This design comes from an exercise in tuning for small area and a short achievable clock period on the open sky130 flow, not from production work.
RTL that was checked went through simulation tests only; none was proved equivalent to the original.
Function not checked in run 2: the RTL went through the layout flow alone.

==> flow/design.v (outline; a module is shown in full before it is edited, if it fits) <==
// module grad_top: 3345 lines
module grad_top (
    input  wire logic        clk,
    input  wire logic        rst,
    input  wire logic        in_valid,
    input  wire logic        sof,
    input  wire logic [7:0]  pixel,
    output logic             out_valid,
    output logic [32:0]      grad
);
  // ...
==> flow/flow/run.sh <==
#!/bin/bash
# The standard layout, with the port buffers made from buf_2 cells instead of the
# resizer's default pick (a delay cell), and clkbuf_8 cells at the clock tree's leaves.
set -euo pipefail
export BUFFER_PORTS_ARGS="-buffer_cell sky130_fd_sc_hd__buf_2"
export CTS_ARGS="-sink_clustering_enable -repair_clock_nets -sink_clustering_size 20 -sink_clustering_max_diameter 60 -buf_list {sky130_fd_sc_hd__clkbuf_8 sky130_fd_sc_hd__clkbuf_16} -root_buf sky130_fd_sc_hd__clkbuf_16 -sink_clustering_buffer sky130_fd_sc_hd__clkbuf_8"
bash standard.sh > standard.log 2>&1
==> flow/standard.sh <==
#!/bin/bash
# synth_recipe.tcl (not shown) runs the flow's synth.tcl, then flattens the netlist and writes it again
# the make line also repeats each setting of config.mk as NAME=value (left out here)
make -C /OpenROAD-flow-scripts/flow DESIGN_CONFIG=/design/flow/config.mk WORK_HOME=/design/flow/orfs CLKGATE_MAP_FILE= SYNTH_SCRIPT=/design/flow/synth_recipe.tcl "${@:-finish}"
==> flow/config.mk <==
export PLATFORM = sky130hd
export DESIGN_NAME = grad_top
export DESIGN_NICKNAME = grad_top
export VERILOG_FILES = /design/flow/design.v
export SDC_FILE = /design/flow/constraint.sdc
export NUM_CORES = 4
export LEC_CHECK = 0
export CAP_MARGIN = 20
export CORE_MARGIN = 2
export CORE_UTILIZATION = 75
export CTS_CLUSTER_DIAMETER = 80
export CTS_CLUSTER_SIZE = 25
export SLEW_MARGIN = 20
==> flow/constraint.sdc <==
create_clock -name core_clock -period 26.0 [get_ports {clk}]
set_input_delay 5.2000 -clock core_clock [delete_from_list [all_inputs] [get_ports {clk}]]
set_output_delay 5.2000 -clock core_clock [all_outputs]
set_load 0.01 [all_outputs]
==> metrics.md, run 1 <==
| Metric | Value |
|---|---|
| WHS | `0.319 ns` |
| Post-Synth Simple-Gate Area | `0.0669` |
| DRC errors left | `0` |
| CP Capture Type | `primary output` |
| Post-synth top area cell | `dfxtp_1` |
| Maximum root-to-sink buffer count | `3` |
| Synth Area in Adders | `0.175` |
| Gate Count Post-Synth | `2396` |
| Status | `timing/DRC/antenna clean` |
| Number of synthesized flops with an enable pin | `264` |
| # clk buffers | `50` |
| Clock-cell share of area | `0.0312` |
| Filler Cell Count | `2267` |
| Worst-skew pair later-pin latency | `0.58 ns` |
| CP peak stage delay | `0.33 ns` |
| Biggest regs | `sr x264, grad x33` |
| Critical path fanouts, max | `1` |
| Worst relative slew slack | `0.297` |
| Post-CTS Setup Inserts | `0` |
| Inverters | `275` |
| Root buf cell | `clkbuf_16` |
| Antenna-violating nets left | `0` |
| Seq_cells | `721` |
| Die area | `42100 µm²` |
| WL final | `49200 µm` |
| Worst hold path class | `flop to flop` |
| # hold bufs at CTS | `0` |
| Primary FF master, synth | `dfxtp_1` |
| Most frequent cells after synthesis | `dfxtp_1, inv_1, edfxtp_1, ha_1, fa_1` |
| WP buf/inv | `1` |
| Comb_multi_in | `1370` |
| Period minus WS final | `6.22 ns` |
| Reg-to-Reg Start | `p1_ndsr[1]$_DFF_P_` |
| Post-synth cell types | `77` |
==> run 2, diff against run 1 <==
--- a/flow/design.v
+++ b/flow/design.v
@@ -117,58 +117,52 @@
     assign dq1_p[6] = !(dq1_a[6] ^ dq1_b[6]);
     assign dq1_g[7] = dq1_a[7] & !dq1_b[7];
     assign dq1_p[7] = !(dq1_a[7] ^ dq1_b[7]);
     assign dq1_g[8] = dq1_a[8] & !dq1_b[8];
     assign dq1_p[8] = !(dq1_a[8] ^ dq1_b[8]);
     logic dq1_G0_m, dq1_P0_m;
     assign dq1_G0_m = dq1_g[0] | (dq1_p[0] & 1'b1);
     assign dq1_P0_m = dq1_p[0] & 1'b0;
-    logic dq1_G2_1, dq1_P2_1;
-    assign dq1_G2_1 = dq1_g[2] | (dq1_p[2] & dq1_g[1]);
-    assign dq1_P2_1 = dq1_p[2] & dq1_p[1];
-    logic dq1_G4_3, dq1_P4_3;
-    assign dq1_G4_3 = dq1_g[4] | (dq1_p[4] & dq1_g[3]);
-    assign dq1_P4_3 = dq1_p[4] & dq1_p[3];
-    logic dq1_G6_5, dq1_P6_5;
-    assign dq1_G6_5 = dq1_g[6] | (dq1_p[6] & dq1_g[5]);
-    assign dq1_P6_5 = dq1_p[6] & dq1_p[5];
-    logic dq1_G8_7, dq1_P8_7;
-    assign dq1_G8_7 = dq1_g[8] | (dq1_p[8] & dq1_g[7]);
-    assign dq1_P8_7 = dq1_p[8] & dq1_p[7];
     logic dq1_G1_m, dq1_P1_m;
     assign dq1_G1_m = dq1_g[1] | (dq1_p[1] & dq1_G0_m);
     assign dq1_P1_m = dq1_p[1] & dq1_P0_m;
     logic dq1_G2_m, dq1_P2_m;
-    assign dq1_G2_m = dq1_G2_1 | (dq1_P2_1 & dq1_G0_m);
-    assign dq1_P2_m = dq1_P2_1 & dq1_P0_m;
-    logic dq1_G5_3, dq1_P5_3;
-    assign dq1_G5_3 = dq1_g[5] | (dq1_p[5] & dq1_G4_3);
-    assign dq1_P5_3 = dq1_p[5] & dq1_P4_3;
-    logic dq1_G6_3, dq1_P6_3;
-    assign dq1_G6_3 = dq1_G6_5 | (dq1_P6_5 & dq1_G4_3);
-    assign dq1_P6_3 = dq1_P6_5 & dq1_P4_3;
+    assign dq1_G2_m = dq1_g[2] | (dq1_p[2] & dq1_G1_m);
+    assign dq1_P2_m = dq1_p[2] & dq1_P1_m;
     logic dq1_G3_m, dq1_P3_m;
     assign dq1_G3_m = dq1_g[3] | (dq1_p[3] & dq1_G2_m);
     assign dq1_P3_m = dq1_p[3] & dq1_P2_m;
+    logic dq1_G4_3, dq1_P4_3;
+    assign dq1_G4_3 = dq1_g[4] | (dq1_p[4] & dq1_g[3]);
+    assign dq1_P4_3 = dq1_p[4] & dq1_p[3];
     logic dq1_G4_m, dq1_P4_m;
     assign dq1_G4_m = dq1_G4_3 | (dq1_P4_3 & dq1_G2_m);
     assign dq1_P4_m = dq1_P4_3 & dq1_P2_m;
+    logic dq1_G5_3, dq1_P5_3;
+    assign dq1_G5_3 = dq1_g[5] | (dq1_p[5] & dq1_G4_3);
+    assign dq1_P5_3 = dq1_p[5] & dq1_P4_3;
     logic dq1_G5_m, dq1_P5_m;
     assign dq1_G5_m = dq1_G5_3 | (dq1_P5_3 & dq1_G2_m);
     assign dq1_P5_m = dq1_P5_3 & dq1_P2_m;
     logic dq1_G6_m, dq1_P6_m;
-    assign dq1_G6_m = dq1_G6_3 | (dq1_P6_3 & dq1_G2_m);
-    assign dq1_P6_m = dq1_P6_3 & dq1_P2_m;
+    assign dq1_G6_m = dq1_g[6] | (dq1_p[6] & dq1_G5_m);
+    assign dq1_P6_m = dq1_p[6] & dq1_P5_m;
+    logic dq1_G7_6, dq1_P7_6;
+    assign dq1_G7_6 = dq1_g[7] | (dq1_p[7] & dq1_g[6]);
+    assign dq1_P7_6 = dq1_p[7] & dq1_p[6];
     logic dq1_G7_m, dq1_P7_m;
-    assign dq1_G7_m = dq1_g[7] | (dq1_p[7] & dq1_G6_m);
-    assign dq1_P7_m = dq1_p[7] & dq1_P6_m;
+    assign dq1_G7_m = dq1_G7_6 | (dq1_P7_6 & dq1_G5_m);
+    assign dq1_P7_m = dq1_P7_6 & dq1_P5_m;
+    logic dq1_G8_6, dq1_P8_6;
+    assign dq1_G8_6 = dq1_g[8] | (dq1_p[8] & dq1_G7_6);
+    assign dq1_P8_6 = dq1_p[8] & dq1_P7_6;
     logic dq1_G8_m, dq1_P8_m;
-    assign dq1_G8_m = dq1_G8_7 | (dq1_P8_7 & dq1_G6_m);
-    assign dq1_P8_m = dq1_P8_7 & dq1_P6_m;
+    assign dq1_G8_m = dq1_G8_6 | (dq1_P8_6 & dq1_G5_m);
+    assign dq1_P8_m = dq1_P8_6 & dq1_P5_m;
     assign dq1_cy[0] = 1'b1;
     assign dq1_cy[1] = dq1_G0_m;
     assign dq1_cy[2] = dq1_G1_m;
     assign dq1_cy[3] = dq1_G2_m;
     assign dq1_cy[4] = dq1_G3_m;
     assign dq1_cy[5] = dq1_G4_m;
     assign dq1_cy[6] = dq1_G5_m;
     assign dq1_cy[7] = dq1_G6_m;
@@ -303,58 +297,52 @@
     assign dq3_p[6] = !(dq3_a[6] ^ dq3_b[6]);
     assign dq3_g[7] = dq3_a[7] & !dq3_b[7];
     assign dq3_p[7] = !(dq3_a[7] ^ dq3_b[7]);
     assign dq3_g[8] = dq3_a[8] & !dq3_b[8];
     assign dq3_p[8] = !(dq3_a[8] ^ dq3_b[8]);
     logic dq3_G0_m, dq3_P0_m;
     assign dq3_G0_m = dq3_g[0] | (dq3_p[0] & 1'b1);
     assign dq3_P0_m = dq3_p[0] & 1'b0;
-    logic dq3_G2_1, dq3_P2_1;
-    assign dq3_G2_1 = dq3_g[2] | (dq3_p[2] & dq3_g[1]);
-    assign dq3_P2_1 = dq3_p[2] & dq3_p[1];
-    logic dq3_G4_3, dq3_P4_3;
-    assign dq3_G4_3 = dq3_g[4] | (dq3_p[4] & dq3_g[3]);
-    assign dq3_P4_3 = dq3_p[4] & dq3_p[3];
-    logic dq3_G6_5, dq3_P6_5;
-    assign dq3_G6_5 = dq3_g[6] | (dq3_p[6] & dq3_g[5]);
-    assign dq3_P6_5 = dq3_p[6] & dq3_p[5];
-    logic dq3_G8_7, dq3_P8_7;
-    assign dq3_G8_7 = dq3_g[8] | (dq3_p[8] & dq3_g[7]);
-    assign dq3_P8_7 = dq3_p[8] & dq3_p[7];
     logic dq3_G1_m, dq3_P1_m;
     assign dq3_G1_m = dq3_g[1] | (dq3_p[1] & dq3_G0_m);
     assign dq3_P1_m = dq3_p[1] & dq3_P0_m;
     logic dq3_G2_m, dq3_P2_m;
-    assign dq3_G2_m = dq3_G2_1 | (dq3_P2_1 & dq3_G0_m);
-    assign dq3_P2_m = dq3_P2_1 & dq3_P0_m;
-    logic dq3_G5_3, dq3_P5_3;
-    assign dq3_G5_3 = dq3_g[5] | (dq3_p[5] & dq3_G4_3);
-    assign dq3_P5_3 = dq3_p[5] & dq3_P4_3;
-    logic dq3_G6_3, dq3_P6_3;
-    assign dq3_G6_3 = dq3_G6_5 | (dq3_P6_5 & dq3_G4_3);
-    assign dq3_P6_3 = dq3_P6_5 & dq3_P4_3;
+    assign dq3_G2_m = dq3_g[2] | (dq3_p[2] & dq3_G1_m);
+    assign dq3_P2_m = dq3_p[2] & dq3_P1_m;
     logic dq3_G3_m, dq3_P3_m;
     assign dq3_G3_m = dq3_g[3] | (dq3_p[3] & dq3_G2_m);
     assign dq3_P3_m = dq3_p[3] & dq3_P2_m;
+    logic dq3_G4_3, dq3_P4_3;
+    assign dq3_G4_3 = dq3_g[4] | (dq3_p[4] & dq3_g[3]);
+    assign dq3_P4_3 = dq3_p[4] & dq3_p[3];
     logic dq3_G4_m, dq3_P4_m;
     assign dq3_G4_m = dq3_G4_3 | (dq3_P4_3 & dq3_G2_m);
     assign dq3_P4_m = dq3_P4_3 & dq3_P2_m;
+    logic dq3_G5_3, dq3_P5_3;
+    assign dq3_G5_3 = dq3_g[5] | (dq3_p[5] & dq3_G4_3);
+    assign dq3_P5_3 = dq3_p[5] & dq3_P4_3;
     logic dq3_G5_m, dq3_P5_m;
     assign dq3_G5_m = dq3_G5_3 | (dq3_P5_3 & dq3_G2_m);
     assign dq3_P5_m = dq3_P5_3 & dq3_P2_m;
     logic dq3_G6_m, dq3_P6_m;
-    assign dq3_G6_m = dq3_G6_3 | (dq3_P6_3 & dq3_G2_m);
-    assign dq3_P6_m = dq3_P6_3 & dq3_P2_m;
+    assign dq3_G6_m = dq3_g[6] | (dq3_p[6] & dq3_G5_m);
+    assign dq3_P6_m = dq3_p[6] & dq3_P5_m;
+    logic dq3_G7_6, dq3_P7_6;
+    assign dq3_G7_6 = dq3_g[7] | (dq3_p[7] & dq3_g[6]);
+    assign dq3_P7_6 = dq3_p[7] & dq3_p[6];
     logic dq3_G7_m, dq3_P7_m;
-    assign dq3_G7_m = dq3_g[7] | (dq3_p[7] & dq3_G6_m);
-    assign dq3_P7_m = dq3_p[7] & dq3_P6_m;
+    assign dq3_G7_m = dq3_G7_6 | (dq3_P7_6 & dq3_G5_m);
+    assign dq3_P7_m = dq3_P7_6 & dq3_P5_m;
+    logic dq3_G8_6, dq3_P8_6;
+    assign dq3_G8_6 = dq3_g[8] | (dq3_p[8] & dq3_G7_6);
+    assign dq3_P8_6 = dq3_p[8] & dq3_P7_6;
     logic dq3_G8_m, dq3_P8_m;
-    assign dq3_G8_m = dq3_G8_7 | (dq3_P8_7 & dq3_G6_m);
-    assign dq3_P8_m = dq3_P8_7 & dq3_P6_m;
+    assign dq3_G8_m = dq3_G8_6 | (dq3_P8_6 & dq3_G5_m);
+    assign dq3_P8_m = dq3_P8_6 & dq3_P5_m;
     assign dq3_cy[0] = 1'b1;
     assign dq3_cy[1] = dq3_G0_m;
     assign dq3_cy[2] = dq3_G1_m;
     assign dq3_cy[3] = dq3_G2_m;
     assign dq3_cy[4] = dq3_G3_m;
     assign dq3_cy[5] = dq3_G4_m;
     assign dq3_cy[6] = dq3_G5_m;
     assign dq3_cy[7] = dq3_G6_m;
@@ -863,58 +851,52 @@
     assign dq5_p[6] = !(dq5_a[6] ^ dq5_b[6]);
     assign dq5_g[7] = dq5_a[7] & !dq5_b[7];
     assign dq5_p[7] = !(dq5_a[7] ^ dq5_b[7]);
     assign dq5_g[8] = dq5_a[8] & !dq5_b[8];
     assign dq5_p[8] = !(dq5_a[8] ^ dq5_b[8]);
     logic dq5_G0_m, dq5_P0_m;
     assign dq5_G0_m = dq5_g[0] | (dq5_p[0] & 1'b1);
     assign dq5_P0_m = dq5_p[0] & 1'b0;
-    logic dq5_G2_1, dq5_P2_1;
-    assign dq5_G2_1 = dq5_g[2] | (dq5_p[2] & dq5_g[1]);
-    assign dq5_P2_1 = dq5_p[2] & dq5_p[1];
-    logic dq5_G4_3, dq5_P4_3;
-    assign dq5_G4_3 = dq5_g[4] | (dq5_p[4] & dq5_g[3]);
-    assign dq5_P4_3 = dq5_p[4] & dq5_p[3];
-    logic dq5_G6_5, dq5_P6_5;
-    assign dq5_G6_5 = dq5_g[6] | (dq5_p[6] & dq5_g[5]);
-    assign dq5_P6_5 = dq5_p[6] & dq5_p[5];
-    logic dq5_G8_7, dq5_P8_7;
-    assign dq5_G8_7 = dq5_g[8] | (dq5_p[8] & dq5_g[7]);
-    assign dq5_P8_7 = dq5_p[8] & dq5_p[7];
     logic dq5_G1_m, dq5_P1_m;
     assign dq5_G1_m = dq5_g[1] | (dq5_p[1] & dq5_G0_m);
     assign dq5_P1_m = dq5_p[1] & dq5_P0_m;
     logic dq5_G2_m, dq5_P2_m;
-    assign dq5_G2_m = dq5_G2_1 | (dq5_P2_1 & dq5_G0_m);
-    assign dq5_P2_m = dq5_P2_1 & dq5_P0_m;
-    logic dq5_G5_3, dq5_P5_3;
-    assign dq5_G5_3 = dq5_g[5] | (dq5_p[5] & dq5_G4_3);
-    assign dq5_P5_3 = dq5_p[5] & dq5_P4_3;
-    logic dq5_G6_3, dq5_P6_3;
-    assign dq5_G6_3 = dq5_G6_5 | (dq5_P6_5 & dq5_G4_3);
-    assign dq5_P6_3 = dq5_P6_5 & dq5_P4_3;
+    assign dq5_G2_m = dq5_g[2] | (dq5_p[2] & dq5_G1_m);
+    assign dq5_P2_m = dq5_p[2] & dq5_P1_m;
     logic dq5_G3_m, dq5_P3_m;
     assign dq5_G3_m = dq5_g[3] | (dq5_p[3] & dq5_G2_m);
     assign dq5_P3_m = dq5_p[3] & dq5_P2_m;
+    logic dq5_G4_3, dq5_P4_3;
+    assign dq5_G4_3 = dq5_g[4] | (dq5_p[4] & dq5_g[3]);
+    assign dq5_P4_3 = dq5_p[4] & dq5_p[3];
     logic dq5_G4_m, dq5_P4_m;
     assign dq5_G4_m = dq5_G4_3 | (dq5_P4_3 & dq5_G2_m);
     assign dq5_P4_m = dq5_P4_3 & dq5_P2_m;
+    logic dq5_G5_3, dq5_P5_3;
+    assign dq5_G5_3 = dq5_g[5] | (dq5_p[5] & dq5_G4_3);
+    assign dq5_P5_3 = dq5_p[5] & dq5_P4_3;
     logic dq5_G5_m, dq5_P5_m;
     assign dq5_G5_m = dq5_G5_3 | (dq5_P5_3 & dq5_G2_m);
     assign dq5_P5_m = dq5_P5_3 & dq5_P2_m;
     logic dq5_G6_m, dq5_P6_m;
-    assign dq5_G6_m = dq5_G6_3 | (dq5_P6_3 & dq5_G2_m);
-    assign dq5_P6_m = dq5_P6_3 & dq5_P2_m;
+    assign dq5_G6_m = dq5_g[6] | (dq5_p[6] & dq5_G5_m);
+    assign dq5_P6_m = dq5_p[6] & dq5_P5_m;
+    logic dq5_G7_6, dq5_P7_6;
+    assign dq5_G7_6 = dq5_g[7] | (dq5_p[7] & dq5_g[6]);
+    assign dq5_P7_6 = dq5_p[7] & dq5_p[6];
     logic dq5_G7_m, dq5_P7_m;
-    assign dq5_G7_m = dq5_g[7] | (dq5_p[7] & dq5_G6_m);
-    assign dq5_P7_m = dq5_p[7] & dq5_P6_m;
+    assign dq5_G7_m = dq5_G7_6 | (dq5_P7_6 & dq5_G5_m);
+    assign dq5_P7_m = dq5_P7_6 & dq5_P5_m;
+    logic dq5_G8_6, dq5_P8_6;
+    assign dq5_G8_6 = dq5_g[8] | (dq5_p[8] & dq5_G7_6);
+    assign dq5_P8_6 = dq5_p[8] & dq5_P7_6;
     logic dq5_G8_m, dq5_P8_m;
-    assign dq5_G8_m = dq5_G8_7 | (dq5_P8_7 & dq5_G6_m);
-    assign dq5_P8_m = dq5_P8_7 & dq5_P6_m;
+    assign dq5_G8_m = dq5_G8_6 | (dq5_P8_6 & dq5_G5_m);
+    assign dq5_P8_m = dq5_P8_6 & dq5_P5_m;
     assign dq5_cy[0] = 1'b1;
     assign dq5_cy[1] = dq5_G0_m;
     assign dq5_cy[2] = dq5_G1_m;
     assign dq5_cy[3] = dq5_G2_m;
     assign dq5_cy[4] = dq5_G3_m;
     assign dq5_cy[5] = dq5_G4_m;
     assign dq5_cy[6] = dq5_G5_m;
     assign dq5_cy[7] = dq5_G6_m;
@@ -1047,58 +1029,52 @@
     assign dq7_p[6] = !(dq7_a[6] ^ dq7_b[6]);
     assign dq7_g[7] = dq7_a[7] & !dq7_b[7];
     assign dq7_p[7] = !(dq7_a[7] ^ dq7_b[7]);
     assign dq7_g[8] = dq7_a[8] & !dq7_b[8];
     assign dq7_p[8] = !(dq7_a[8] ^ dq7_b[8]);
     logic dq7_G0_m, dq7_P0_m;
     assign dq7_G0_m = dq7_g[0] | (dq7_p[0] & 1'b1);
     assign dq7_P0_m = dq7_p[0] & 1'b0;
-    logic dq7_G2_1, dq7_P2_1;
-    assign dq7_G2_1 = dq7_g[2] | (dq7_p[2] & dq7_g[1]);
-    assign dq7_P2_1 = dq7_p[2] & dq7_p[1];
-    logic dq7_G4_3, dq7_P4_3;
-    assign dq7_G4_3 = dq7_g[4] | (dq7_p[4] & dq7_g[3]);
-    assign dq7_P4_3 = dq7_p[4] & dq7_p[3];
-    logic dq7_G6_5, dq7_P6_5;
-    assign dq7_G6_5 = dq7_g[6] | (dq7_p[6] & dq7_g[5]);
-    assign dq7_P6_5 = dq7_p[6] & dq7_p[5];
-    logic dq7_G8_7, dq7_P8_7;
-    assign dq7_G8_7 = dq7_g[8] | (dq7_p[8] & dq7_g[7]);
-    assign dq7_P8_7 = dq7_p[8] & dq7_p[7];
     logic dq7_G1_m, dq7_P1_m;
     assign dq7_G1_m = dq7_g[1] | (dq7_p[1] & dq7_G0_m);
     assign dq7_P1_m = dq7_p[1] & dq7_P0_m;
     logic dq7_G2_m, dq7_P2_m;
-    assign dq7_G2_m = dq7_G2_1 | (dq7_P2_1 & dq7_G0_m);
-    assign dq7_P2_m = dq7_P2_1 & dq7_P0_m;
-    logic dq7_G5_3, dq7_P5_3;
-    assign dq7_G5_3 = dq7_g[5] | (dq7_p[5] & dq7_G4_3);
-    assign dq7_P5_3 = dq7_p[5] & dq7_P4_3;
-    logic dq7_G6_3, dq7_P6_3;
-    assign dq7_G6_3 = dq7_G6_5 | (dq7_P6_5 & dq7_G4_3);
-    assign dq7_P6_3 = dq7_P6_5 & dq7_P4_3;
+    assign dq7_G2_m = dq7_g[2] | (dq7_p[2] & dq7_G1_m);
+    assign dq7_P2_m = dq7_p[2] & dq7_P1_m;
     logic dq7_G3_m, dq7_P3_m;
     assign dq7_G3_m = dq7_g[3] | (dq7_p[3] & dq7_G2_m);
     assign dq7_P3_m = dq7_p[3] & dq7_P2_m;
+    logic dq7_G4_3, dq7_P4_3;
+    assign dq7_G4_3 = dq7_g[4] | (dq7_p[4] & dq7_g[3]);
+    assign dq7_P4_3 = dq7_p[4] & dq7_p[3];
     logic dq7_G4_m, dq7_P4_m;
     assign dq7_G4_m = dq7_G4_3 | (dq7_P4_3 & dq7_G2_m);
     assign dq7_P4_m = dq7_P4_3 & dq7_P2_m;
+    logic dq7_G5_3, dq7_P5_3;
+    assign dq7_G5_3 = dq7_g[5] | (dq7_p[5] & dq7_G4_3);
+    assign dq7_P5_3 = dq7_p[5] & dq7_P4_3;
     logic dq7_G5_m, dq7_P5_m;
     assign dq7_G5_m = dq7_G5_3 | (dq7_P5_3 & dq7_G2_m);
     assign dq7_P5_m = dq7_P5_3 & dq7_P2_m;
     logic dq7_G6_m, dq7_P6_m;
-    assign dq7_G6_m = dq7_G6_3 | (dq7_P6_3 & dq7_G2_m);
-    assign dq7_P6_m = dq7_P6_3 & dq7_P2_m;
+    assign dq7_G6_m = dq7_g[6] | (dq7_p[6] & dq7_G5_m);
+    assign dq7_P6_m = dq7_p[6] & dq7_P5_m;
+    logic dq7_G7_6, dq7_P7_6;
+    assign dq7_G7_6 = dq7_g[7] | (dq7_p[7] & dq7_g[6]);
+    assign dq7_P7_6 = dq7_p[7] & dq7_p[6];
     logic dq7_G7_m, dq7_P7_m;
-    assign dq7_G7_m = dq7_g[7] | (dq7_p[7] & dq7_G6_m);
-    assign dq7_P7_m = dq7_p[7] & dq7_P6_m;
+    assign dq7_G7_m = dq7_G7_6 | (dq7_P7_6 & dq7_G5_m);
+    assign dq7_P7_m = dq7_P7_6 & dq7_P5_m;
+    logic dq7_G8_6, dq7_P8_6;
+    assign dq7_G8_6 = dq7_g[8] | (dq7_p[8] & dq7_G7_6);
+    assign dq7_P8_6 = dq7_p[8] & dq7_P7_6;
     logic dq7_G8_m, dq7_P8_m;
-    assign dq7_G8_m = dq7_G8_7 | (dq7_P8_7 & dq7_G6_m);
-    assign dq7_P8_m = dq7_P8_7 & dq7_P6_m;
+    assign dq7_G8_m = dq7_G8_6 | (dq7_P8_6 & dq7_G5_m);
+    assign dq7_P8_m = dq7_P8_6 & dq7_P5_m;
     assign dq7_cy[0] = 1'b1;
     assign dq7_cy[1] = dq7_G0_m;
     assign dq7_cy[2] = dq7_G1_m;
     assign dq7_cy[3] = dq7_G2_m;
     assign dq7_cy[4] = dq7_G3_m;
     assign dq7_cy[5] = dq7_G4_m;
     assign dq7_cy[6] = dq7_G5_m;
     assign dq7_cy[7] = dq7_G6_m;
@@ -1427,58 +1403,52 @@
     assign dq9_p[6] = !(dq9_a[6] ^ dq9_b[6]);
     assign dq9_g[7] = dq9_a[7] & !dq9_b[7];
     assign dq9_p[7] = !(dq9_a[7] ^ dq9_b[7]);
     assign dq9_g[8] = dq9_a[8] & !dq9_b[8];
     assign dq9_p[8] = !(dq9_a[8] ^ dq9_b[8]);
     logic dq9_G0_m, dq9_P0_m;
     assign dq9_G0_m = dq9_g[0] | (dq9_p[0] & 1'b1);
     assign dq9_P0_m = dq9_p[0] & 1'b0;
-    logic dq9_G2_1, dq9_P2_1;
-    assign dq9_G2_1 = dq9_g[2] | (dq9_p[2] & dq9_g[1]);
-    assign dq9_P2_1 = dq9_p[2] & dq9_p[1];
-    logic dq9_G4_3, dq9_P4_3;
-    assign dq9_G4_3 = dq9_g[4] | (dq9_p[4] & dq9_g[3]);
-    assign dq9_P4_3 = dq9_p[4] & dq9_p[3];
-    logic dq9_G6_5, dq9_P6_5;
-    assign dq9_G6_5 = dq9_g[6] | (dq9_p[6] & dq9_g[5]);
-    assign dq9_P6_5 = dq9_p[6] & dq9_p[5];
-    logic dq9_G8_7, dq9_P8_7;
-    assign dq9_G8_7 = dq9_g[8] | (dq9_p[8] & dq9_g[7]);
-    assign dq9_P8_7 = dq9_p[8] & dq9_p[7];
     logic dq9_G1_m, dq9_P1_m;
     assign dq9_G1_m = dq9_g[1] | (dq9_p[1] & dq9_G0_m);
     assign dq9_P1_m = dq9_p[1] & dq9_P0_m;
     logic dq9_G2_m, dq9_P2_m;
-    assign dq9_G2_m = dq9_G2_1 | (dq9_P2_1 & dq9_G0_m);
-    assign dq9_P2_m = dq9_P2_1 & dq9_P0_m;
-    logic dq9_G5_3, dq9_P5_3;
-    assign dq9_G5_3 = dq9_g[5] | (dq9_p[5] & dq9_G4_3);
-    assign dq9_P5_3 = dq9_p[5] & dq9_P4_3;
-    logic dq9_G6_3, dq9_P6_3;
-    assign dq9_G6_3 = dq9_G6_5 | (dq9_P6_5 & dq9_G4_3);
-    assign dq9_P6_3 = dq9_P6_5 & dq9_P4_3;
+    assign dq9_G2_m = dq9_g[2] | (dq9_p[2] & dq9_G1_m);
+    assign dq9_P2_m = dq9_p[2] & dq9_P1_m;
     logic dq9_G3_m, dq9_P3_m;
     assign dq9_G3_m = dq9_g[3] | (dq9_p[3] & dq9_G2_m);
     assign dq9_P3_m = dq9_p[3] & dq9_P2_m;
+    logic dq9_G4_3, dq9_P4_3;
+    assign dq9_G4_3 = dq9_g[4] | (dq9_p[4] & dq9_g[3]);
+    assign dq9_P4_3 = dq9_p[4] & dq9_p[3];
     logic dq9_G4_m, dq9_P4_m;
     assign dq9_G4_m = dq9_G4_3 | (dq9_P4_3 & dq9_G2_m);
     assign dq9_P4_m = dq9_P4_3 & dq9_P2_m;
+    logic dq9_G5_3, dq9_P5_3;
+    assign dq9_G5_3 = dq9_g[5] | (dq9_p[5] & dq9_G4_3);
+    assign dq9_P5_3 = dq9_p[5] & dq9_P4_3;
     logic dq9_G5_m, dq9_P5_m;
     assign dq9_G5_m = dq9_G5_3 | (dq9_P5_3 & dq9_G2_m);
     assign dq9_P5_m = dq9_P5_3 & dq9_P2_m;
     logic dq9_G6_m, dq9_P6_m;
-    assign dq9_G6_m = dq9_G6_3 | (dq9_P6_3 & dq9_G2_m);
-    assign dq9_P6_m = dq9_P6_3 & dq9_P2_m;
+    assign dq9_G6_m = dq9_g[6] | (dq9_p[6] & dq9_G5_m);
+    assign dq9_P6_m = dq9_p[6] & dq9_P5_m;
+    logic dq9_G7_6, dq9_P7_6;
+    assign dq9_G7_6 = dq9_g[7] | (dq9_p[7] & dq9_g[6]);
+    assign dq9_P7_6 = dq9_p[7] & dq9_p[6];
     logic dq9_G7_m, dq9_P7_m;
-    assign dq9_G7_m = dq9_g[7] | (dq9_p[7] & dq9_G6_m);
-    assign dq9_P7_m = dq9_p[7] & dq9_P6_m;
+    assign dq9_G7_m = dq9_G7_6 | (dq9_P7_6 & dq9_G5_m);
+    assign dq9_P7_m = dq9_P7_6 & dq9_P5_m;
+    logic dq9_G8_6, dq9_P8_6;
+    assign dq9_G8_6 = dq9_g[8] | (dq9_p[8] & dq9_G7_6);
+    assign dq9_P8_6 = dq9_p[8] & dq9_P7_6;
     logic dq9_G8_m, dq9_P8_m;
-    assign dq9_G8_m = dq9_G8_7 | (dq9_P8_7 & dq9_G6_m);
-    assign dq9_P8_m = dq9_P8_7 & dq9_P6_m;
+    assign dq9_G8_m = dq9_G8_6 | (dq9_P8_6 & dq9_G5_m);
+    assign dq9_P8_m = dq9_P8_6 & dq9_P5_m;
     assign dq9_cy[0] = 1'b1;
     assign dq9_cy[1] = dq9_G0_m;
     assign dq9_cy[2] = dq9_G1_m;
     assign dq9_cy[3] = dq9_G2_m;
     assign dq9_cy[4] = dq9_G3_m;
     assign dq9_cy[5] = dq9_G4_m;
     assign dq9_cy[6] = dq9_G5_m;
     assign dq9_cy[7] = dq9_G6_m;
@@ -1774,58 +1744,52 @@
     assign dq11_p[6] = !(dq11_a[6] ^ dq11_b[6]);
     assign dq11_g[7] = dq11_a[7] & !dq11_b[7];
     assign dq11_p[7] = !(dq11_a[7] ^ dq11_b[7]);
     assign dq11_g[8] = dq11_a[8] & !dq11_b[8];
     assign dq11_p[8] = !(dq11_a[8] ^ dq11_b[8]);
     logic dq11_G0_m, dq11_P0_m;
     assign dq11_G0_m = dq11_g[0] | (dq11_p[0] & 1'b1);
     assign dq11_P0_m = dq11_p[0] & 1'b0;
-    logic dq11_G2_1, dq11_P2_1;
-    assign dq11_G2_1 = dq11_g[2] | (dq11_p[2] & dq11_g[1]);
-    assign dq11_P2_1 = dq11_p[2] & dq11_p[1];
-    logic dq11_G4_3, dq11_P4_3;
-    assign dq11_G4_3 = dq11_g[4] | (dq11_p[4] & dq11_g[3]);
-    assign dq11_P4_3 = dq11_p[4] & dq11_p[3];
-    logic dq11_G6_5, dq11_P6_5;
-    assign dq11_G6_5 = dq11_g[6] | (dq11_p[6] & dq11_g[5]);
-    assign dq11_P6_5 = dq11_p[6] & dq11_p[5];
-    logic dq11_G8_7, dq11_P8_7;
-    assign dq11_G8_7 = dq11_g[8] | (dq11_p[8] & dq11_g[7]);
-    assign dq11_P8_7 = dq11_p[8] & dq11_p[7];
     logic dq11_G1_m, dq11_P1_m;
     assign dq11_G1_m = dq11_g[1] | (dq11_p[1] & dq11_G0_m);
     assign dq11_P1_m = dq11_p[1] & dq11_P0_m;
     logic dq11_G2_m, dq11_P2_m;
-    assign dq11_G2_m = dq11_G2_1 | (dq11_P2_1 & dq11_G0_m);
-    assign dq11_P2_m = dq11_P2_1 & dq11_P0_m;
-    logic dq11_G5_3, dq11_P5_3;
-    assign dq11_G5_3 = dq11_g[5] | (dq11_p[5] & dq11_G4_3);
-    assign dq11_P5_3 = dq11_p[5] & dq11_P4_3;
-    logic dq11_G6_3, dq11_P6_3;
-    assign dq11_G6_3 = dq11_G6_5 | (dq11_P6_5 & dq11_G4_3);
-    assign dq11_P6_3 = dq11_P6_5 & dq11_P4_3;
+    assign dq11_G2_m = dq11_g[2] | (dq11_p[2] & dq11_G1_m);
+    assign dq11_P2_m = dq11_p[2] & dq11_P1_m;
     logic dq11_G3_m, dq11_P3_m;
     assign dq11_G3_m = dq11_g[3] | (dq11_p[3] & dq11_G2_m);
     assign dq11_P3_m = dq11_p[3] & dq11_P2_m;
+    logic dq11_G4_3, dq11_P4_3;
+    assign dq11_G4_3 = dq11_g[4] | (dq11_p[4] & dq11_g[3]);
+    assign dq11_P4_3 = dq11_p[4] & dq11_p[3];
     logic dq11_G4_m, dq11_P4_m;
     assign dq11_G4_m = dq11_G4_3 | (dq11_P4_3 & dq11_G2_m);
     assign dq11_P4_m = dq11_P4_3 & dq11_P2_m;
+    logic dq11_G5_3, dq11_P5_3;
+    assign dq11_G5_3 = dq11_g[5] | (dq11_p[5] & dq11_G4_3);
+    assign dq11_P5_3 = dq11_p[5] & dq11_P4_3;
     logic dq11_G5_m, dq11_P5_m;
     assign dq11_G5_m = dq11_G5_3 | (dq11_P5_3 & dq11_G2_m);
     assign dq11_P5_m = dq11_P5_3 & dq11_P2_m;
     logic dq11_G6_m, dq11_P6_m;
-    assign dq11_G6_m = dq11_G6_3 | (dq11_P6_3 & dq11_G2_m);
-    assign dq11_P6_m = dq11_P6_3 & dq11_P2_m;
+    assign dq11_G6_m = dq11_g[6] | (dq11_p[6] & dq11_G5_m);
+    assign dq11_P6_m = dq11_p[6] & dq11_P5_m;
+    logic dq11_G7_6, dq11_P7_6;
+    assign dq11_G7_6 = dq11_g[7] | (dq11_p[7] & dq11_g[6]);
+    assign dq11_P7_6 = dq11_p[7] & dq11_p[6];
     logic dq11_G7_m, dq11_P7_m;
-    assign dq11_G7_m = dq11_g[7] | (dq11_p[7] & dq11_G6_m);
-    assign dq11_P7_m = dq11_p[7] & dq11_P6_m;
+    assign dq11_G7_m = dq11_G7_6 | (dq11_P7_6 & dq11_G5_m);
+    assign dq11_P7_m = dq11_P7_6 & dq11_P5_m;
+    logic dq11_G8_6, dq11_P8_6;
+    assign dq11_G8_6 = dq11_g[8] | (dq11_p[8] & dq11_G7_6);
+    assign dq11_P8_6 = dq11_p[8] & dq11_P7_6;
     logic dq11_G8_m, dq11_P8_m;
-    assign dq11_G8_m = dq11_G8_7 | (dq11_P8_7 & dq11_G6_m);
-    assign dq11_P8_m = dq11_P8_7 & dq11_P6_m;
+    assign dq11_G8_m = dq11_G8_6 | (dq11_P8_6 & dq11_G5_m);
+    assign dq11_P8_m = dq11_P8_6 & dq11_P5_m;
     assign dq11_cy[0] = 1'b1;
     assign dq11_cy[1] = dq11_G0_m;
     assign dq11_cy[2] = dq11_G1_m;
     assign dq11_cy[3] = dq11_G2_m;
     assign dq11_cy[4] = dq11_G3_m;
     assign dq11_cy[5] = dq11_G4_m;
     assign dq11_cy[6] = dq11_G5_m;
     assign dq11_cy[7] = dq11_G6_m;
@@ -2155,58 +2119,52 @@
     assign dq13_p[6] = !(dq13_a[6] ^ dq13_b[6]);
     assign dq13_g[7] = dq13_a[7] & !dq13_b[7];
     assign dq13_p[7] = !(dq13_a[7] ^ dq13_b[7]);
     assign dq13_g[8] = dq13_a[8] & !dq13_b[8];
     assign dq13_p[8] = !(dq13_a[8] ^ dq13_b[8]);
     logic dq13_G0_m, dq13_P0_m;
     assign dq13_G0_m = dq13_g[0] | (dq13_p[0] & 1'b1);
     assign dq13_P0_m = dq13_p[0] & 1'b0;
-    logic dq13_G2_1, dq13_P2_1;
-    assign dq13_G2_1 = dq13_g[2] | (dq13_p[2] & dq13_g[1]);
-    assign dq13_P2_1 = dq13_p[2] & dq13_p[1];
-    logic dq13_G4_3, dq13_P4_3;
-    assign dq13_G4_3 = dq13_g[4] | (dq13_p[4] & dq13_g[3]);
-    assign dq13_P4_3 = dq13_p[4] & dq13_p[3];
-    logic dq13_G6_5, dq13_P6_5;
-    assign dq13_G6_5 = dq13_g[6] | (dq13_p[6] & dq13_g[5]);
-    assign dq13_P6_5 = dq13_p[6] & dq13_p[5];
-    logic dq13_G8_7, dq13_P8_7;
-    assign dq13_G8_7 = dq13_g[8] | (dq13_p[8] & dq13_g[7]);
-    assign dq13_P8_7 = dq13_p[8] & dq13_p[7];
     logic dq13_G1_m, dq13_P1_m;
     assign dq13_G1_m = dq13_g[1] | (dq13_p[1] & dq13_G0_m);
     assign dq13_P1_m = dq13_p[1] & dq13_P0_m;
     logic dq13_G2_m, dq13_P2_m;
-    assign dq13_G2_m = dq13_G2_1 | (dq13_P2_1 & dq13_G0_m);
-    assign dq13_P2_m = dq13_P2_1 & dq13_P0_m;
-    logic dq13_G5_3, dq13_P5_3;
-    assign dq13_G5_3 = dq13_g[5] | (dq13_p[5] & dq13_G4_3);
-    assign dq13_P5_3 = dq13_p[5] & dq13_P4_3;
-    logic dq13_G6_3, dq13_P6_3;
-    assign dq13_G6_3 = dq13_G6_5 | (dq13_P6_5 & dq13_G4_3);
-    assign dq13_P6_3 = dq13_P6_5 & dq13_P4_3;
+    assign dq13_G2_m = dq13_g[2] | (dq13_p[2] & dq13_G1_m);
+    assign dq13_P2_m = dq13_p[2] & dq13_P1_m;
     logic dq13_G3_m, dq13_P3_m;
     assign dq13_G3_m = dq13_g[3] | (dq13_p[3] & dq13_G2_m);
     assign dq13_P3_m = dq13_p[3] & dq13_P2_m;
+    logic dq13_G4_3, dq13_P4_3;
+    assign dq13_G4_3 = dq13_g[4] | (dq13_p[4] & dq13_g[3]);
+    assign dq13_P4_3 = dq13_p[4] & dq13_p[3];
     logic dq13_G4_m, dq13_P4_m;
     assign dq13_G4_m = dq13_G4_3 | (dq13_P4_3 & dq13_G2_m);
     assign dq13_P4_m = dq13_P4_3 & dq13_P2_m;
+    logic dq13_G5_3, dq13_P5_3;
+    assign dq13_G5_3 = dq13_g[5] | (dq13_p[5] & dq13_G4_3);
+    assign dq13_P5_3 = dq13_p[5] & dq13_P4_3;
     logic dq13_G5_m, dq13_P5_m;
     assign dq13_G5_m = dq13_G5_3 | (dq13_P5_3 & dq13_G2_m);
     assign dq13_P5_m = dq13_P5_3 & dq13_P2_m;
     logic dq13_G6_m, dq13_P6_m;
-    assign dq13_G6_m = dq13_G6_3 | (dq13_P6_3 & dq13_G2_m);
-    assign dq13_P6_m = dq13_P6_3 & dq13_P2_m;
+    assign dq13_G6_m = dq13_g[6] | (dq13_p[6] & dq13_G5_m);
+    assign dq13_P6_m = dq13_p[6] & dq13_P5_m;
+    logic dq13_G7_6, dq13_P7_6;
+    assign dq13_G7_6 = dq13_g[7] | (dq13_p[7] & dq13_g[6]);
+    assign dq13_P7_6 = dq13_p[7] & dq13_p[6];
     logic dq13_G7_m, dq13_P7_m;
-    assign dq13_G7_m = dq13_g[7] | (dq13_p[7] & dq13_G6_m);
-    assign dq13_P7_m = dq13_p[7] & dq13_P6_m;
+    assign dq13_G7_m = dq13_G7_6 | (dq13_P7_6 & dq13_G5_m);
+    assign dq13_P7_m = dq13_P7_6 & dq13_P5_m;
+    logic dq13_G8_6, dq13_P8_6;
+    assign dq13_G8_6 = dq13_g[8] | (dq13_p[8] & dq13_G7_6);
+    assign dq13_P8_6 = dq13_p[8] & dq13_P7_6;
     logic dq13_G8_m, dq13_P8_m;
-    assign dq13_G8_m = dq13_G8_7 | (dq13_P8_7 & dq13_G6_m);
-    assign dq13_P8_m = dq13_P8_7 & dq13_P6_m;
+    assign dq13_G8_m = dq13_G8_6 | (dq13_P8_6 & dq13_G5_m);
+    assign dq13_P8_m = dq13_P8_6 & dq13_P5_m;
     assign dq13_cy[0] = 1'b1;
     assign dq13_cy[1] = dq13_G0_m;
     assign dq13_cy[2] = dq13_G1_m;
     assign dq13_cy[3] = dq13_G2_m;
     assign dq13_cy[4] = dq13_G3_m;
     assign dq13_cy[5] = dq13_G4_m;
     assign dq13_cy[6] = dq13_G5_m;
     assign dq13_cy[7] = dq13_G6_m;
@@ -2576,58 +2534,52 @@
     assign dq15_p[6] = !(dq15_a[6] ^ dq15_b[6]);
     assign dq15_g[7] = dq15_a[7] & !dq15_b[7];
     assign dq15_p[7] = !(dq15_a[7] ^ dq15_b[7]);
     assign dq15_g[8] = dq15_a[8] & !dq15_b[8];
     assign dq15_p[8] = !(dq15_a[8] ^ dq15_b[8]);
     logic dq15_G0_m, dq15_P0_m;
     assign dq15_G0_m = dq15_g[0] | (dq15_p[0] & 1'b1);
     assign dq15_P0_m = dq15_p[0] & 1'b0;
-    logic dq15_G2_1, dq15_P2_1;
-    assign dq15_G2_1 = dq15_g[2] | (dq15_p[2] & dq15_g[1]);
-    assign dq15_P2_1 = dq15_p[2] & dq15_p[1];
-    logic dq15_G4_3, dq15_P4_3;
-    assign dq15_G4_3 = dq15_g[4] | (dq15_p[4] & dq15_g[3]);
-    assign dq15_P4_3 = dq15_p[4] & dq15_p[3];
-    logic dq15_G6_5, dq15_P6_5;
-    assign dq15_G6_5 = dq15_g[6] | (dq15_p[6] & dq15_g[5]);
-    assign dq15_P6_5 = dq15_p[6] & dq15_p[5];
-    logic dq15_G8_7, dq15_P8_7;
-    assign dq15_G8_7 = dq15_g[8] | (dq15_p[8] & dq15_g[7]);
-    assign dq15_P8_7 = dq15_p[8] & dq15_p[7];
     logic dq15_G1_m, dq15_P1_m;
     assign dq15_G1_m = dq15_g[1] | (dq15_p[1] & dq15_G0_m);
     assign dq15_P1_m = dq15_p[1] & dq15_P0_m;
     logic dq15_G2_m, dq15_P2_m;
-    assign dq15_G2_m = dq15_G2_1 | (dq15_P2_1 & dq15_G0_m);
-    assign dq15_P2_m = dq15_P2_1 & dq15_P0_m;
-    logic dq15_G5_3, dq15_P5_3;
-    assign dq15_G5_3 = dq15_g[5] | (dq15_p[5] & dq15_G4_3);
-    assign dq15_P5_3 = dq15_p[5] & dq15_P4_3;
-    logic dq15_G6_3, dq15_P6_3;
-    assign dq15_G6_3 = dq15_G6_5 | (dq15_P6_5 & dq15_G4_3);
-    assign dq15_P6_3 = dq15_P6_5 & dq15_P4_3;
+    assign dq15_G2_m = dq15_g[2] | (dq15_p[2] & dq15_G1_m);
+    assign dq15_P2_m = dq15_p[2] & dq15_P1_m;
     logic dq15_G3_m, dq15_P3_m;
     assign dq15_G3_m = dq15_g[3] | (dq15_p[3] & dq15_G2_m);
     assign dq15_P3_m = dq15_p[3] & dq15_P2_m;
+    logic dq15_G4_3, dq15_P4_3;
+    assign dq15_G4_3 = dq15_g[4] | (dq15_p[4] & dq15_g[3]);
+    assign dq15_P4_3 = dq15_p[4] & dq15_p[3];
     logic dq15_G4_m, dq15_P4_m;
     assign dq15_G4_m = dq15_G4_3 | (dq15_P4_3 & dq15_G2_m);
     assign dq15_P4_m = dq15_P4_3 & dq15_P2_m;
+    logic dq15_G5_3, dq15_P5_3;
+    assign dq15_G5_3 = dq15_g[5] | (dq15_p[5] & dq15_G4_3);
+    assign dq15_P5_3 = dq15_p[5] & dq15_P4_3;
     logic dq15_G5_m, dq15_P5_m;
     assign dq15_G5_m = dq15_G5_3 | (dq15_P5_3 & dq15_G2_m);
     assign dq15_P5_m = dq15_P5_3 & dq15_P2_m;
     logic dq15_G6_m, dq15_P6_m;
-    assign dq15_G6_m = dq15_G6_3 | (dq15_P6_3 & dq15_G2_m);
-    assign dq15_P6_m = dq15_P6_3 & dq15_P2_m;
+    assign dq15_G6_m = dq15_g[6] | (dq15_p[6] & dq15_G5_m);
+    assign dq15_P6_m = dq15_p[6] & dq15_P5_m;
+    logic dq15_G7_6, dq15_P7_6;
+    assign dq15_G7_6 = dq15_g[7] | (dq15_p[7] & dq15_g[6]);
+    assign dq15_P7_6 = dq15_p[7] & dq15_p[6];
     logic dq15_G7_m, dq15_P7_m;
-    assign dq15_G7_m = dq15_g[7] | (dq15_p[7] & dq15_G6_m);
-    assign dq15_P7_m = dq15_p[7] & dq15_P6_m;
+    assign dq15_G7_m = dq15_G7_6 | (dq15_P7_6 & dq15_G5_m);
+    assign dq15_P7_m = dq15_P7_6 & dq15_P5_m;
+    logic dq15_G8_6, dq15_P8_6;
+    assign dq15_G8_6 = dq15_g[8] | (dq15_p[8] & dq15_G7_6);
+    assign dq15_P8_6 = dq15_p[8] & dq15_P7_6;
     logic dq15_G8_m, dq15_P8_m;
-    assign dq15_G8_m = dq15_G8_7 | (dq15_P8_7 & dq15_G6_m);
-    assign dq15_P8_m = dq15_P8_7 & dq15_P6_m;
+    assign dq15_G8_m = dq15_G8_6 | (dq15_P8_6 & dq15_G5_m);
+    assign dq15_P8_m = dq15_P8_6 & dq15_P5_m;
     assign dq15_cy[0] = 1'b1;
     assign dq15_cy[1] = dq15_G0_m;
     assign dq15_cy[2] = dq15_G1_m;
     assign dq15_cy[3] = dq15_G2_m;
     assign dq15_cy[4] = dq15_G3_m;
     assign dq15_cy[5] = dq15_G4_m;
     assign dq15_cy[6] = dq15_G5_m;
     assign dq15_cy[7] = dq15_G6_m;
@@ -3031,58 +2983,52 @@
     assign dq17_p[6] = !(dq17_a[6] ^ dq17_b[6]);
     assign dq17_g[7] = dq17_a[7] & !dq17_b[7];
     assign dq17_p[7] = !(dq17_a[7] ^ dq17_b[7]);
     assign dq17_g[8] = dq17_a[8] & !dq17_b[8];
     assign dq17_p[8] = !(dq17_a[8] ^ dq17_b[8]);
     logic dq17_G0_m, dq17_P0_m;
     assign dq17_G0_m = dq17_g[0] | (dq17_p[0] & 1'b1);
     assign dq17_P0_m = dq17_p[0] & 1'b0;
-    logic dq17_G2_1, dq17_P2_1;
-    assign dq17_G2_1 = dq17_g[2] | (dq17_p[2] & dq17_g[1]);
-    assign dq17_P2_1 = dq17_p[2] & dq17_p[1];
-    logic dq17_G4_3, dq17_P4_3;
-    assign dq17_G4_3 = dq17_g[4] | (dq17_p[4] & dq17_g[3]);
-    assign dq17_P4_3 = dq17_p[4] & dq17_p[3];
-    logic dq17_G6_5, dq17_P6_5;
-    assign dq17_G6_5 = dq17_g[6] | (dq17_p[6] & dq17_g[5]);
-    assign dq17_P6_5 = dq17_p[6] & dq17_p[5];
-    logic dq17_G8_7, dq17_P8_7;
-    assign dq17_G8_7 = dq17_g[8] | (dq17_p[8] & dq17_g[7]);
-    assign dq17_P8_7 = dq17_p[8] & dq17_p[7];
     logic dq17_G1_m, dq17_P1_m;
     assign dq17_G1_m = dq17_g[1] | (dq17_p[1] & dq17_G0_m);
     assign dq17_P1_m = dq17_p[1] & dq17_P0_m;
     logic dq17_G2_m, dq17_P2_m;
-    assign dq17_G2_m = dq17_G2_1 | (dq17_P2_1 & dq17_G0_m);
-    assign dq17_P2_m = dq17_P2_1 & dq17_P0_m;
-    logic dq17_G5_3, dq17_P5_3;
-    assign dq17_G5_3 = dq17_g[5] | (dq17_p[5] & dq17_G4_3);
-    assign dq17_P5_3 = dq17_p[5] & dq17_P4_3;
-    logic dq17_G6_3, dq17_P6_3;
-    assign dq17_G6_3 = dq17_G6_5 | (dq17_P6_5 & dq17_G4_3);
-    assign dq17_P6_3 = dq17_P6_5 & dq17_P4_3;
+    assign dq17_G2_m = dq17_g[2] | (dq17_p[2] & dq17_G1_m);
+    assign dq17_P2_m = dq17_p[2] & dq17_P1_m;
     logic dq17_G3_m, dq17_P3_m;
     assign dq17_G3_m = dq17_g[3] | (dq17_p[3] & dq17_G2_m);
     assign dq17_P3_m = dq17_p[3] & dq17_P2_m;
+    logic dq17_G4_3, dq17_P4_3;
+    assign dq17_G4_3 = dq17_g[4] | (dq17_p[4] & dq17_g[3]);
+    assign dq17_P4_3 = dq17_p[4] & dq17_p[3];
     logic dq17_G4_m, dq17_P4_m;
     assign dq17_G4_m = dq17_G4_3 | (dq17_P4_3 & dq17_G2_m);
     assign dq17_P4_m = dq17_P4_3 & dq17_P2_m;
+    logic dq17_G5_3, dq17_P5_3;
+    assign dq17_G5_3 = dq17_g[5] | (dq17_p[5] & dq17_G4_3);
+    assign dq17_P5_3 = dq17_p[5] & dq17_P4_3;
     logic dq17_G5_m, dq17_P5_m;
     assign dq17_G5_m = dq17_G5_3 | (dq17_P5_3 & dq17_G2_m);
     assign dq17_P5_m = dq17_P5_3 & dq17_P2_m;
     logic dq17_G6_m, dq17_P6_m;
-    assign dq17_G6_m = dq17_G6_3 | (dq17_P6_3 & dq17_G2_m);
-    assign dq17_P6_m = dq17_P6_3 & dq17_P2_m;
+    assign dq17_G6_m = dq17_g[6] | (dq17_p[6] & dq17_G5_m);
+    assign dq17_P6_m = dq17_p[6] & dq17_P5_m;
+    logic dq17_G7_6, dq17_P7_6;
+    assign dq17_G7_6 = dq17_g[7] | (dq17_p[7] & dq17_g[6]);
+    assign dq17_P7_6 = dq17_p[7] & dq17_p[6];
     logic dq17_G7_m, dq17_P7_m;
-    assign dq17_G7_m = dq17_g[7] | (dq17_p[7] & dq17_G6_m);
-    assign dq17_P7_m = dq17_p[7] & dq17_P6_m;
+    assign dq17_G7_m = dq17_G7_6 | (dq17_P7_6 & dq17_G5_m);
+    assign dq17_P7_m = dq17_P7_6 & dq17_P5_m;
+    logic dq17_G8_6, dq17_P8_6;
+    assign dq17_G8_6 = dq17_g[8] | (dq17_p[8] & dq17_G7_6);
+    assign dq17_P8_6 = dq17_p[8] & dq17_P7_6;
     logic dq17_G8_m, dq17_P8_m;
-    assign dq17_G8_m = dq17_G8_7 | (dq17_P8_7 & dq17_G6_m);
-    assign dq17_P8_m = dq17_P8_7 & dq17_P6_m;
+    assign dq17_G8_m = dq17_G8_6 | (dq17_P8_6 & dq17_G5_m);
+    assign dq17_P8_m = dq17_P8_6 & dq17_P5_m;
     assign dq17_cy[0] = 1'b1;
     assign dq17_cy[1] = dq17_G0_m;
     assign dq17_cy[2] = dq17_G1_m;
     assign dq17_cy[3] = dq17_G2_m;
     assign dq17_cy[4] = dq17_G3_m;
     assign dq17_cy[5] = dq17_G4_m;
     assign dq17_cy[6] = dq17_G5_m;
     assign dq17_cy[7] = dq17_G6_m;
==> flow/flow/run.sh (replaced) <==
#!/bin/bash
# The standard layout, with the port buffers made from buf_2 cells instead of the
# resizer's default pick (a delay cell), and clkbuf_8 cells at the clock tree's leaves.
set -euo pipefail
export BUFFER_PORTS_ARGS="-buffer_cell sky130_fd_sc_hd__buf_2"
export CTS_ARGS="-sink_clustering_enable -repair_clock_nets -sink_clustering_size 16 -sink_clustering_max_diameter 80 -buf_list {sky130_fd_sc_hd__clkbuf_8 sky130_fd_sc_hd__clkbuf_16} -root_buf sky130_fd_sc_hd__clkbuf_16 -sink_clustering_buffer sky130_fd_sc_hd__clkbuf_8"
bash standard.sh > standard.log 2>&1
==> metrics.md, run 2 <==
| Metric | Value |
|---|---|
| Status | `timing/DRC/antenna clean (unchanged)` |
| Final setup fails | `0 (unchanged)` |
| 1st-iter DRT viols | `778 (was 922)` |
| First-pass GRT wire length | `81800 µm (was 82100 µm)` |
| Worst-skew pair later-pin latency | `0.58 ns (about the same)` |
| Largest net degree at the start of global routing | `222 (was 194)` |
| # diodes | `0 (unchanged)` |
| RSZ-0062 raised after global routing | `no (unchanged)` |
| CTS clk-pin slew, worst paths | `0.11 ns (was 0.12 ns)` |
| Clock Skew | `0.0263 ns (was 0.0298 ns)` |
| Yosys reg bits | `721 (unchanged)` |
| CP Capture Type | `primary output (unchanged)` |
| GRT Util Overall | `0.245 (was 0.244)` |
| Family with the most delay on the worst path | `flip-flops (unchanged)` |
| Post-synth top area cell | `dfxtp_1 (unchanged)` |
| Crit path from | `grad[23]$_DFF_P_ (was grad[6]$_DFF_P_)` |
| Arrival time worst endpoint | `1.03 ns (was 1.02 ns)` |
| Fin crit share | `0.240 (was 0.239)` |
| DR WL/cell | `16.4 µm (was 16.3 µm)` |
| Async SR Flop Fraction | `0 (unchanged)` |
| Max-cap violation count | `0 (unchanged)` |
| Vias | `16472 (was 16979)` |
| Count leader, synth | `dfxtp_1 (unchanged)` |
| Core Rows | `73 (unchanged)` |
| Worst-path cell chain | `buf_2 (unchanged)` |
| Most frequent cells after synthesis | `dfxtp_1, inv_1, edfxtp_1, ha_1, fa_1 (unchanged)` |
| Primary FF master, synth | `dfxtp_1 (unchanged)` |
| Place WS | `20.18 ns (was 20.26 ns)` |
| Period minus WS final | `6.23 ns (was 6.22 ns)` |
| WP buf/inv | `1 (unchanged)` |
| Gate Count Post-Synth | `2332 (was 2396)` |
| Synth top area cells | `dfxtp_1, edfxtp_1, fa_1 (unchanged)` |
| WL final | `48500 µm (was 49200 µm)` |
| Number of flip-flops in the largest register | `264 (unchanged)` |
| DRC errors left | `0 (unchanged)` |
| Port Buffers | `45 (unchanged)` |
| Vias in the first global route | `17260 (was 17566)` |
| Net count, final | `2759 (was 2821)` |
| Met1 Wirelength | `20300 µm (was 20700 µm)` |
| Post-synth cell types | `73 (was 77)` |
| CTS tree | `yes (unchanged)` |
| Clock sink count | `721 (unchanged)` |
| Number of synthesized flops with an enable pin | `264 (unchanged)` |
| CTS H-tree lvls | `2 (unchanged)` |
| Final instance area | `31600 µm² (was 32200 µm²)` |
| Global route overflow | `0 (unchanged)` |
| DP Area | `30700 µm² (was 31200 µm²)` |
| Initial cell density of the core | `0.756 (was 0.762)` |
| Worst hold path class | `flop to flop (unchanged)` |
| Antenna violations before repair | `0 (unchanged)` |
| Hpwl dp | `35500 µm (was 35900 µm)` |
| Area delta synth->final | `5.64% (was 6.06%)` |
| Maximum root-to-sink buffer count | `3 (unchanged)` |
| Setup ws final | `19.77 ns (was 19.78 ns)` |
| Post-Syn Nets | `2687 (was 2751)` |
| Resized Gates After CTS | `0 (unchanged)` |
| Die area | `41500 µm² (was 42100 µm²)` |
| Post-CTS Setup Inserts | `0 (unchanged)` |
| Max Clk Rate | `161 MHz (about the same)` |
| Critical path fanouts, max | `1 (unchanged)` |
| Critical Path Source Type | `flop (unchanged)` |
| Yosys top cell area share | `0.306 (was 0.302)` |
| # hold bufs at CTS | `0 (unchanged)` |
| Biggest regs | `sr x264, grad x33 (unchanged)` |
| Synthesized area | `29900 µm² (was 30300 µm²)` |
| WP data required | `20.80 ns (about the same)` |
| Ports | `46 (unchanged)` |
| Seq/Total Area, Yosys | `0.571 (was 0.563)` |
| Slew Limit Fails | `0 (unchanged)` |
| Root buf cell | `clkbuf_16 (unchanged)` |
| Layout cell share with drive strength beyond 1 | `0.0713 (was 0.0777)` |
| Core footprint | `39500 µm² (was 39800 µm²)` |
| Final GP Congestion | `0.881 (was 0.835)` |
| DR WL met3 | `1720 µm (was 1640 µm)` |
| Worst relative slew slack | `0.243 (was 0.297)` |
| First-pass DRT Iterations | `5 (unchanged)` |
| Die H | `204 µm (was 205 µm)` |
| DR top layer | `met4 (unchanged)` |
| WS Path Type | `flop to primary output (unchanged)` |
| Post-synthesis average cell area | `12.8 µm² (was 12.7 µm²)` |
| CP peak stage delay | `0.33 ns (about the same)` |
| Hold Vio Cnt, Final | `0 (unchanged)` |
| Hold_sp | `p8_dquo[11]$_DFF_P_ (was p2_ah[1]$_DFF_P_)` |
| Aggregate negative setup slack | `0 ns (unchanged)` |
| Commonest cells after routing, fill and taps aside | `dfxtp_1, inv_1, edfxtp_1, ha_1, fa_1 (unchanged)` |
| Critical-path top delay cell | `dfxtp_1 (unchanged)` |
| Largest register by flop count | `sr (unchanged)` |
| Filler Cell Count | `2384 (was 2267)` |
| Tightest Pin Transition | `1.13 ns (was 1.05 ns)` |
| CTS buffer count | `51 (was 47)` |
| Vias/cell | `5.58 (was 5.62)` |
| Commonest non-fill, non-tap cell in the layout | `dfxtp_1 (unchanged)` |
| Antenna-violating nets left | `0 (unchanged)` |
| Die Width | `204 µm (was 205 µm)` |
| Reg-to-Reg Start | `p1_ndsr[0]$_DFF_P_ (was p1_ndsr[1]$_DFF_P_)` |
| Syn. warnings | `2 (unchanged)` |
| Met2 WL | `25100 µm (was 25200 µm)` |
-- run 2: cell count changes after synthesis, moves of 9 or more --
| cell | change |
|---|---|
| fa_1 | +18 |
| ha_1 | -18 |
| a21o_1 | -16 |
| a21oi_1 | -15 |
| o21ai_0 | -14 |
| or3_1 | +13 |
| nand2b_1 | +10 |
| xor2_1 | -10 |
| nor2b_1 | +9 |
| o21a_1 | +9 |
-- run 2: through the flow --
| stage | hold WS (ns) | instances | utilization |
|---|---|---|---|
| after detailed placement | 0.312 | 2876 | 0.777 |
| after floorplan | 0.310 | 2332 | - |
| after global routing | 0.326 | 2952 | 0.799 |
| after CTS | 0.324 | 2952 | 0.799 |
| after global placement | 0.310 | 2876 | 0.777 |
| final | 0.320 | 2952 | 0.799 |
-- run 2: per-layer routing --
layer,global-route usage,vias to the layer above
met3,0.0331,93
met1,0.306,8092
met5,0,-
li1,-,7988
met2,0.438,299
met4,0.0899,0
-- run 2: worst paths after layout --
kind | endpoint | slack, ns | cells after the start
max | grad[23] | 19.77 | 1
min | p9_dquo[13]$_DFF_P_ | 0.32 | 0
max reg2reg | p2_drem[7]$_DFF_P_ | 20.20 | 20
min reg2reg | p9_dquo[13]$_DFF_P_ | 0.32 | 0
-- run 2: kinds of logic after synthesis --
| logic type | after synthesis | share of synthesized area |
|---|---|---|
| multiplexers | 109 | 0.0381 |
| AND/OR/NAND/NOR | 435 | 0.0731 |
| adder cells (fa/ha/maj) | 343 | 0.182 |
| other | 1 | 0.000125 |
| XOR/XNOR | 118 | 0.0345 |
| AO/OA/AOI/OAI | 296 | 0.0627 |
| buffers and inverters | 309 | 0.0391 |
| flip-flops | 721 | 0.571 |
-- run 2: cell type report --
cell class	instances	area, µm²	share of cell area
clock buffer	51	758	0.0240
clock inverter	25	124	0.00392
inverter	281	1050	0.0334
multi-input combinational	1302	11700	0.370
sequential	721	17100	0.540
tap	525	657	0.0208
timing repair buffer	47	253	0.00800

-- re-timing with driven ports --
The results above use ideal ports. As a check the final layouts listed here were re-extracted and re-timed, cells and wires unchanged.
Step 1 (the two cells are an assumption about what drives the block):
set clk [get_ports {clk}]
set_driving_cell -lib_cell sky130_fd_sc_hd__clkbuf_16 $clk
set_driving_cell -lib_cell sky130_fd_sc_hd__buf_2 [delete_from_list [all_inputs] $clk]
Step 2 times the ports against the registers' clock, not the clock port: input delays grow and output delays shrink by t, the midpoint of the rising clock arrivals with the driver on.
Three values: no drivers, after step 1, after step 2; two values: the first two.
run | t (ns) | setup WS [ns] | worst slew at a driven data input, ns | cell pins on the clock port's net
run 1 | 0.615 | 19.779 / 19.725 / 20.270 | 0.03 | 1
run 2 | 0.623 | 19.772 / 19.717 / 20.201 | 0.03 | 1
After both steps every run listed still meets setup and hold.
